Source: an optimization exercise on an open RTL-to-GDS flow (aim: small area, a short achievable clock period and few clock cycles). Production flows keep margins and buffers that such runs may drop. The RTL was checked by simulation tests, not by an equivalence proof against the original design. No activity file was given, so power comes from the tool's default toggle rates.

===== design/flow/config.mk =====
export PLATFORM = sky130hd
export DESIGN_NAME = imem_loader
export DESIGN_NICKNAME = imem_loader
export VERILOG_FILES = /design/flow/design.v
export SDC_FILE = /design/flow/constraint.sdc
export NUM_CORES = 4
export LEC_CHECK = 0
export CAP_MARGIN = 20
export CORE_MARGIN = 2
export CORE_UTILIZATION = 63
export CTS_CLUSTER_DIAMETER = 85
export CTS_CLUSTER_SIZE = 25
export PLACE_DENSITY = 0.7
export SETUP_SLACK_MARGIN = 4
export SLEW_MARGIN = 20
export SYNTH_HIERARCHICAL = 1
export SYNTH_MEMORY_MAX_BITS = 8192
export SYNTH_MINIMUM_KEEP_SIZE = 0

===== design/flow/constraint.sdc =====
create_clock -name core_clock -period 10.0 [get_ports {clk}]
set_input_delay 2.0000 -clock core_clock [delete_from_list [all_inputs] [get_ports {clk}]]
set_output_delay 2.0000 -clock core_clock [all_outputs]
set_load 0.01 [all_outputs]

===== design/flow/design.v =====
`default_nettype none
package imem_loader_pkg;
  localparam logic [15:0] HALT_INSTR = 16'hF000;
  typedef enum logic [2:0] {
    IDLE = 3'd0,
    HI   = 3'd1,
    LO   = 3'd2,
    CHK  = 3'd4,
    DONE = 3'd5
  } state_t;
endpackage
`default_nettype wire
`default_nettype none
module imem_ram #(
  parameter int DEPTH = 256,
  parameter int AW    = 8
) (
  input  logic          clk,
  input  logic          reset,
  input  logic          i_we,       
  input  logic [AW-1:0] i_waddr,
  input  logic [15:0]   i_wdata,
  input  logic [AW-1:0] i_raddr,
  input  logic          i_hold,     
  output logic [15:0]   o_rdata,
  output logic [3:0]    o_free
);
  localparam int NR = DEPTH / 8;    
  logic [2:0]            r_ph;
  logic [7:0][NR*16-1:0] r_q;
  logic [3:0]            r_ev;
  logic [3:0][5:0]       r_ea;      
  logic [3:0][15:0]      r_ed;
  logic [3:0][2:0]       r_age;     
  logic [3:0]            w_go;      
  logic [NR-1:0]         w_ins;
  always_ff @(posedge clk) begin
    r_ph <= r_ph + 3'd1;
  end
  for (genvar e = 0; e < 4; e++) begin : g_ent
    logic w_take;
    assign w_take  = i_we & (i_waddr[1:0] == 2'(e));
    assign w_go[e] = r_ev[e] & (r_ea[e][2:0] == 3'(r_ph + 3'd1));
    assign o_free[e] = (r_age[e] >= 3'd6);
    always_ff @(posedge clk) begin
      if (w_take) begin
        r_ev[e]  <= 1'b1;
        r_ea[e]  <= i_waddr[AW-1:2];
        r_ed[e]  <= i_wdata;
      end else if (w_go[e]) begin
        r_ev[e]  <= 1'b0;
      end
    end
    always_ff @(posedge clk or posedge reset) begin
      if (reset)                 r_age[e] <= 3'd2;
      else if (w_take)           r_age[e] <= 3'd0;
      else if (r_age[e] != 3'd7) r_age[e] <= r_age[e] + 3'd1;
    end
  end
  for (genvar j = 0; j < NR; j++) begin : g_ring
    logic [15:0] w_in0;      
    logic        w_keep;
    assign w_ins[j] = w_go[j % 4] & (r_ea[j % 4][5:3] == 3'(j / 4));
    assign w_keep   = ~w_ins[j];
    for (genvar b = 0; b < 16; b++) begin : g_in
      imem_ao22 u_in (.i_a1(w_ins[j]), .i_a2(r_ed[j % 4][b]), .i_b1(w_keep), .i_b2(r_q[7][j*16 + b]),
                      .o_y(w_in0[b]));
    end
    always_ff @(posedge clk) begin
      r_q[0][j*16 +: 16] <= w_in0;
      for (int q = 1; q < 8; q++) r_q[q][j*16 +: 16] <= r_q[q-1][j*16 +: 16];
    end
  end
  logic [NR-1:0] w_rsel;
  logic [7:0]    w_psel;
  logic [3:0]    w_esel;
  logic [3:0]    w_ehit;
  logic          w_hit;
  logic [15:0]   w_bval;
  logic          w_selr;    
  logic [15:0]   w_selb;    
  always_comb begin
    for (int j = 0; j < NR; j++)
      w_rsel[j] = ({i_raddr[AW-1:5], i_raddr[1:0]} == 5'(j));
    for (int q = 0; q < 8; q++)
      w_psel[q] = (i_raddr[4:2] == 3'(r_ph - 3'(q)));
    for (int e = 0; e < 4; e++) begin
      w_esel[e] = (i_raddr[1:0] == 2'(e));
      w_ehit[e] = w_esel[e] & r_ev[e] & (r_ea[e] == i_raddr[AW-1:2]);
    end
    w_hit  = |w_ehit;
    w_bval = '0;
    for (int e = 0; e < 4; e++) w_bval = w_bval | ({16{w_esel[e]}} & r_ed[e]);
    w_bval = i_hold ? imem_loader_pkg::HALT_INSTR : w_bval;
    w_selr = ~(w_hit | i_hold);
    w_selb = {16{w_hit | i_hold}} & w_bval;
  end
  for (genvar b = 0; b < 16; b++) begin : g_rbit
    logic [31:0]     w_l2;      
    logic [3:0]      w_l4;
    for (genvar q = 0; q < 8; q++) begin : g_place
      for (genvar m = 0; m < 4; m++) begin : g_l2
        logic [7:0] w_d;
        for (genvar k = 0; k < 8; k++) begin : g_k
          assign w_d[k] = r_q[q][(8*m+k)*16 + b];
        end
        imem_ao8 u_l2 (.i_sel(w_rsel[8*m +: 8]), .i_d(w_d), .o_y(w_l2[4*q+m]));
      end
    end
    for (genvar m = 0; m < 4; m++) begin : g_l4
      imem_ao8 u_l4 (
        .i_sel ({{4{w_psel[2*m+1]}}, {4{w_psel[2*m]}}}),
        .i_d   (w_l2[8*m +: 8]),
        .o_y   (w_l4[m]));
    end
    logic [1:0] w_l5n;
    imem_nor2   u_l5a (.i_a(w_l4[0]), .i_b(w_l4[1]), .o_y(w_l5n[0]));
    imem_nor2   u_l5b (.i_a(w_l4[2]), .i_b(w_l4[3]), .o_y(w_l5n[1]));
    imem_rd_out u_out (.i_l5n(w_l5n), .i_sn(w_selr), .i_sb(w_selb[b]), .o_y(o_rdata[b]));
  end
endmodule
`default_nettype wire
`default_nettype none
module imem_ao8 (
  input  logic [7:0] i_sel,
  input  logic [7:0] i_d,
  output logic       o_y
);
  assign o_y = |(i_sel & i_d);
endmodule
`default_nettype wire
`default_nettype none
module imem_ao22 (
  input  logic i_a1, i_a2, i_b1, i_b2,
  output logic o_y
);
  assign o_y = (i_a1 & i_a2) | (i_b1 & i_b2);
endmodule
`default_nettype wire
`default_nettype none
module imem_nor2 (
  input  logic i_a,
  input  logic i_b,
  output logic o_y
);
  assign o_y = ~(i_a | i_b);
endmodule
`default_nettype wire
`default_nettype none
module imem_rd_out (
  input  logic [1:0] i_l5n,
  input  logic       i_sn,
  input  logic       i_sb,
  output logic       o_y
);
  assign o_y = (i_sn & ~(i_l5n[0] & i_l5n[1])) | i_sb;
endmodule
`default_nettype wire
`default_nettype none
module imem_loader #(
  parameter int DEPTH = 256,
  parameter int AW    = 8
) (
  input  logic          clk,
  input  logic          reset,
  input  logic          load_start,
  input  logic [AW-1:0] load_len,
  input  logic [7:0]    in_data,
  input  logic          in_valid,
  output logic          in_ready,
  input  logic [AW-1:0] pc,
  output logic [15:0]   ir,
  output logic          cpu_hold,
  output logic          done,
  output logic [AW-1:0] wr_addr,
  output logic          err
);
  imem_loader_pkg::state_t r_state;
  logic [AW-1:0] r_wr_addr;
  logic [AW-1:0] r_len;
  logic [7:0]    r_hi;
  logic          r_in_ready;
  logic          r_cpu_hold;
  logic          r_done;
  logic [7:0]    r_sum;
  logic          r_err;
  logic          w_accept;
  logic          w_lo;
  logic [AW-1:0] w_addr_inc;
  logic [15:0]   w_rdata;
  logic [3:0]    w_free;
  assign w_accept   = in_valid & r_in_ready;
  assign w_lo       = w_accept & (r_state == imem_loader_pkg::LO);
  assign w_addr_inc = r_wr_addr + 1'b1;
  always_ff @(posedge clk or posedge reset) begin
    if (reset) begin
      r_state    <= imem_loader_pkg::IDLE;
      r_wr_addr  <= '0;
      r_len      <= '0;
      r_in_ready <= 1'b0;
      r_cpu_hold <= 1'b0;
      r_done     <= 1'b0;
      r_sum      <= '0;
      r_err      <= 1'b0;
    end else begin
      r_done <= 1'b0;
      case (r_state)
        imem_loader_pkg::IDLE: begin
          if (load_start) begin
            r_cpu_hold <= 1'b1;
            r_wr_addr  <= '0;
            r_len      <= load_len;
            r_in_ready <= 1'b1;
            r_sum      <= '0;
            r_err      <= 1'b0;
            if (load_len != '0) r_state <= imem_loader_pkg::HI;
            else                r_state <= imem_loader_pkg::CHK;
          end
        end
        imem_loader_pkg::HI: begin
          if (w_accept) begin
            r_sum      <= r_sum + in_data;
            r_state    <= imem_loader_pkg::LO;
            r_in_ready <= w_free[r_wr_addr[1:0]];
          end
        end
        imem_loader_pkg::LO: begin
          if (w_accept) begin
            r_sum     <= r_sum + in_data;
            r_wr_addr <= w_addr_inc;
            r_in_ready <= 1'b1;
            if (w_addr_inc == r_len) r_state <= imem_loader_pkg::CHK;
            else                     r_state <= imem_loader_pkg::HI;
          end else begin
            r_in_ready <= w_free[r_wr_addr[1:0]];
          end
        end
        imem_loader_pkg::CHK: begin
          if (w_accept) begin
            r_err      <= ((r_sum + in_data) != 8'd0);
            r_state    <= imem_loader_pkg::DONE;
            r_in_ready <= 1'b0;
            r_done     <= 1'b1;
          end
        end
        imem_loader_pkg::DONE: begin
          r_state    <= imem_loader_pkg::IDLE;
          r_cpu_hold <= 1'b0;
        end
        default: begin
          r_state    <= imem_loader_pkg::IDLE;
          r_in_ready <= 1'b0;
          r_cpu_hold <= 1'b0;
        end
      endcase
    end
  end
  always_ff @(posedge clk) begin
    if (w_accept && r_state == imem_loader_pkg::HI) r_hi <= in_data;
  end
  imem_ram #(
    .DEPTH (DEPTH),
    .AW    (AW)
  ) u_ram (
    .clk     (clk),
    .reset   (reset),
    .i_we    (w_lo),
    .i_waddr (r_wr_addr),
    .i_wdata ({r_hi, in_data}),
    .i_raddr (pc),
    .i_hold  (r_cpu_hold),
    .o_rdata (w_rdata),
    .o_free  (w_free)
  );
  assign ir       = w_rdata;
  assign in_ready = r_in_ready;
  assign cpu_hold = r_cpu_hold;
  assign done     = r_done;
  assign wr_addr  = r_wr_addr;
  assign err      = r_err;
endmodule
`default_nettype wire

===== design/flow/run.sh =====
#!/bin/bash
# synth_recipe.tcl (not shown) runs the flow's synth.tcl, then flattens the netlist and writes it again
# the make line also repeats each setting of config.mk as NAME=value (left out here)
make -C /OpenROAD-flow-scripts/flow DESIGN_CONFIG=/design/flow/config.mk WORK_HOME=/design/flow/orfs CLKGATE_MAP_FILE= SYNTH_SCRIPT=/design/flow/synth_recipe.tcl finish

==> flow_summary_export.csv <==
group,metric,value,unit
timing,fin_crit_sh,67.0,%
pwr,power_leakage,0.0481,µW
logic_synthesis,synth_warnings,8,
global_routing,antenna_found_initial,37,
cells_and_area,regArea,86100,µm²
die,fp.dieW,432,µm
setup_path,timing.rr.start,"u_ram.r_ph[0]$_DFF_P_",
logic_synthesis,synth-edff-count,96,
timing,final.setup.tns,0,ns
clock_network,worst_skew_pair.late_latency,0.91,ns
timing,timing.final.crit_period,6.70,ns
clock_network,h-tree-depth,4,
die,design.portCount,56,
timing,timing_worst_slew_pin_value,1.33,ns
outcome,outcome,"finished clean",
global_routing,globalRouteOverflowTotal,0,
logic_synthesis,ys_seq_elements,4242,
setup_path,setup.reg_to_reg.worst_slack,5.68,ns
drt,routed.top_layer,"met5",
setup_path,timing.critical_path.required,8.00,ns
logic_synthesis,synth-seq-area-share,74.5,%
drt,routed-via-count,82600,
drt,wirelength,414000,µm
logic_synthesis,synth_async_sr_flop_share,1.01,%
cells_and_area,area.growth.synth_to_final,15.1,%
pwr,power_density,203,nW/µm²
die,die_h,432,µm
placement,numPortBuffers,55,
clock_network,clk_pin_slew_worst_paths,0.09,ns
die,dieArea,187000,µm²
setup_path,rr_worst_depth,8,
timing,setup_repair_after_global_routing_missed_its_margin,"yes",
logic_synthesis,synth_area,116000,µm²
timing,max-slew-margin-rel,10.7,%
hold_path,holdPathEnd,"u_ram.r_q[1997]$_DFF_P_",
setup_path,timing.setup.critical_path_class,"in2out",
pwr,vdd_ir_drop_max,171,µV
placement,routabilityCongestion,0.927,
die,coreArea,183000,µm²
timing,clock_skew_after_layout,0.0355,ns
clock_network,cts-root-to-sink-buffers,3,
clock_network,clock_tree_from_tritoncts,"built",
global_routing,grt_use_total,42.8,%
hold_path,hold-path-cell-count,0,
hold_path,hp-start,"u_ram.r_q[1485]$_DFF_P_",
timing,hold_viol,0,
die,initial_core_util,63.3,%
cells_and_area,share_of_post_route_cells_with_drive_strength_above_1,13.5,%
logic_synthesis,synth_ff_type,"dfxtp_1",
drt,route.antenna.remaining_nets,0,
placement,dp_worst_setup_slack,1.69,ns
setup_path,crit_path_start_kind,"input pin",
clock_network,number_of_buffers_created_by_cts,188,
global_routing,first_pass_grt_wire_length,566000,µm
drt,detail_route.vias_per_cell,7.27,
clock_network,clk_root_buffer_cell,"clkbuf_16",
drt,drc,0,
drt,routed-wl-met3,57800,µm
setup_path,worstPathMaxFanout,18,
timing,number_of_max_slew_violations_in_the_final_report,0,
pwr,design_power_total,27000,µW
timing,timing.fmax,0.149,GHz
hold_path,worstHoldPathType,"reg2reg",
die,core.rowCount,157,
placement,dp.final_hpwl,234000,µm
logic_synthesis,synth_cells,8232,
cells_and_area,nFillCells,12000,
logic_synthesis,synth_cell_types,70,
global_routing,grt_max_degree,129,
drt,detail_route.first_pass.iterations,11,
drt,drt-met1-wl,154000,µm
setup_path,timing.rr.end,"u_ram.r_q[272]$_DFF_P_",
drt,met2_wirelength,172000,µm
logic_synthesis,average_cell_area_after_synthesis,14.0,µm²
global_routing,grt_pass1_vias,78500,
logic_synthesis,postSynthNetCount,8283,
flow_run,max_cap_viol_count,0,
timing,worst_hold_margin,0.334,ns
drt,avgRoutedWirePerCell,36.4,µm
clock_network,cts.sinks,4242,
timing,setup-violations-final,0,
drt,detailedRoute.firstIterationViolations,13000,
cells_and_area,net_count_reported_at_finish,8923,
timing,finalWorstSetupSlack,3.30,ns
setup_path,timing.critical_path.to_type,"output pin",
setup_path,critPathArrivalTime,4.70,ns
cells_and_area,multi_input_area,31700,µm²
[cell type report]
type	instances	area share, %
repair buffers	479	5.14
clock inverters	10	0.0724
multi-input cells	3928	23.8
flip-flops and latches	4242	64.7
diodes	60	0.113
inverters	33	0.0931
well taps	2385	2.24
clock buffers	230	3.81
[modules after synthesis, one instance, submodules excluded, excerpt]
| module | flops+latches | cells inside | cell area (µm²) | copies in the design |
|---|---|---|---|---|
| imem_loader | 39 | 227 | 2270 | 1 |
| imem_ao8 | 0 | 5 | 36.3 | 576 |
| imem_rd_out | 0 | 2 | 11.3 | 16 |
| imem_ao22 | 0 | 1 | 8.76 | 512 |
| imem_nor2 | 0 | 1 | 3.75 | 32 |
[per-layer routing]
metal	up-vias	global-route usage, %
li1	33600	-
met1	41100	55.2
met2	6331	60.2
met3	1577	15.8
met4	10	28.3
met5	-	0.104
[how the worst max path moves through the flow]
stage / start / depth (start not counted) / endpoint
after floorplan: pc[0] / 11 / ir[0]
after global placement: pc[2] / 11 / ir[10]
after detailed placement: pc[6] / 12 / ir[13]
after CTS: pc[0] / 15 / ir[13]
after global routing: pc[7] / 16 / ir[3]
final: pc[7] / 16 / ir[3]
[sequential cells by signal, indices dropped and copies added (netlist names)]
register	cells
r_cpu_hold	1
r_done	1
r_err	1
r_hi	8
r_in_ready	1
r_len	8
r_state	3
r_sum	8
r_wr_addr	8
u_ram.r_age	12
u_ram.r_ea	24
u_ram.r_ed	64
u_ram.r_ev	4
u_ram.r_ph	3
u_ram.r_q	4096
[through the flow]
| stage | cells | cell area (µm²) | utilization [%] |
|---|---|---|---|
| floorplan | 8232 | 116000 | - |
| global placement | 10800 | 121000 | 66.4 |
| detailed placement | 10800 | 121000 | 66.4 |
| CTS | 11300 | 132000 | 72.4 |
| global route | 11300 | 133000 | 72.8 |
| finish | 11400 | 133000 | 72.8 |
[worst max-delay path: stages]
cell and delay [ns]:
buf_12 0.12, nand3b_1 0.16, buf_6 0.17, buf_8 0.12, nor2_4 0.04, buf_4 0.15
buf_12 0.15, buf_4 0.15, a22oi_1 0.19, nand4_1 0.21, a22oi_2 0.34, nand4_1 0.20
nor2_1 0.19, nand2_2 0.10, a21o_4 0.25, buf_6 0.12
[kinds of logic after synthesis]
kind of cell	Yosys count	synth area share [%]
AOI/OAI and AO/OA	2903	19.4
DFF	4242	74.5
adders and majority gates	23	0.255
and+or+nand+nor	908	4.66
muxes	21	0.366
buffers and inverters	70	0.307
xor gates and xnor gates	65	0.569
[report_power, final]
part           internal, µW  leakage, µW  switching, µW
clock                  3590      0.00252           5100
combinational           367       0.0112            638
sequential            17100       0.0345            167
[synth_stat cells (16+ instances only)]
cell | n | area (µm²)
dfxtp_1 | 4103 | 82100
xor2_1 | 23 | 201
nand4_1 | 587 | 3670
dfrtp_1 | 39 | 976
xnor2_1 | 36 | 315
a21o_1 | 19 | 143
a22oi_1 | 2304 | 17300
nor2_1 | 106 | 398
mux4_2 | 17 | 383
edfxtp_1 | 96 | 2880
nor2b_1 | 17 | 106
and2_1 | 21 | 131
a21oi_1 | 16 | 80.1
inv_1 | 33 | 124
nand3_1 | 17 | 85.1
a22o_1 | 519 | 4550
buf_2 | 17 | 85.1
nand2_1 | 80 | 300
ha_1 | 22 | 275
[what timing repair did]
item                                    in CTS  in global routing
gates cloned                                57                  5
endpoints found under the setup margin      16                 16
buffers inserted                           183                 15
hold buffers                                 0                  0
pin swaps                                  250                104
resized for setup                          621                 98
[cell usage in the layout, fill, tap and decap left out, types with 9 or more instances in the layout]
master           count
nand4_1            587
nand2_2             17
buf_6               44
dfrtp_1             39
clkbuf_1            32
nor2_4              50
o21ai_0             10
clkbuf_16          200
buf_16              53
buf_4              191
bufbuf_16           13
inv_1               25
buf_8               16
a22oi_2            346
buf_12             119
xnor2_1             34
mux4_2              17
and3_2              11
diode_2             60
a21o_1              16
a21oi_1             14
clkdlybuf4s50_1     31
dfxtp_1           4103
nor2b_2             11
and2_2              15
a22o_1             519
nor2_1              65
nor2b_1             13
xor2_1              20
ha_1                22
nand2_1             61
edfxtp_1            96
nor4_4               9
buf_2               10
a22oi_1           1958
Testbench counts, summed over its fixed seeds: cycles 13,203.

## re-timing with driven ports
No port has a modelled driver above. Below, the same layout with a new extraction and two added sets of constraints. Step 1, drivers: a clkbuf_16 drives clk and a buf_2 each remaining input, both assumed. Step 2 also shifts input and output timing later by t, the mid clock arrival at the registers, as if the neighbouring blocks saw the same clock. Three values: ideal ports, drivers, drivers and shift; two values: the first two.
shift t [ns]: 0.988
setup WS [ns]: 3.302 / 3.125 / 3.125
clock arrival spread, ns: 0.044 / 0.045
After both steps setup and hold are still met in this run. The setup slack of this run moves by -0.177 ns with the drivers and by -0.177 ns with both steps.
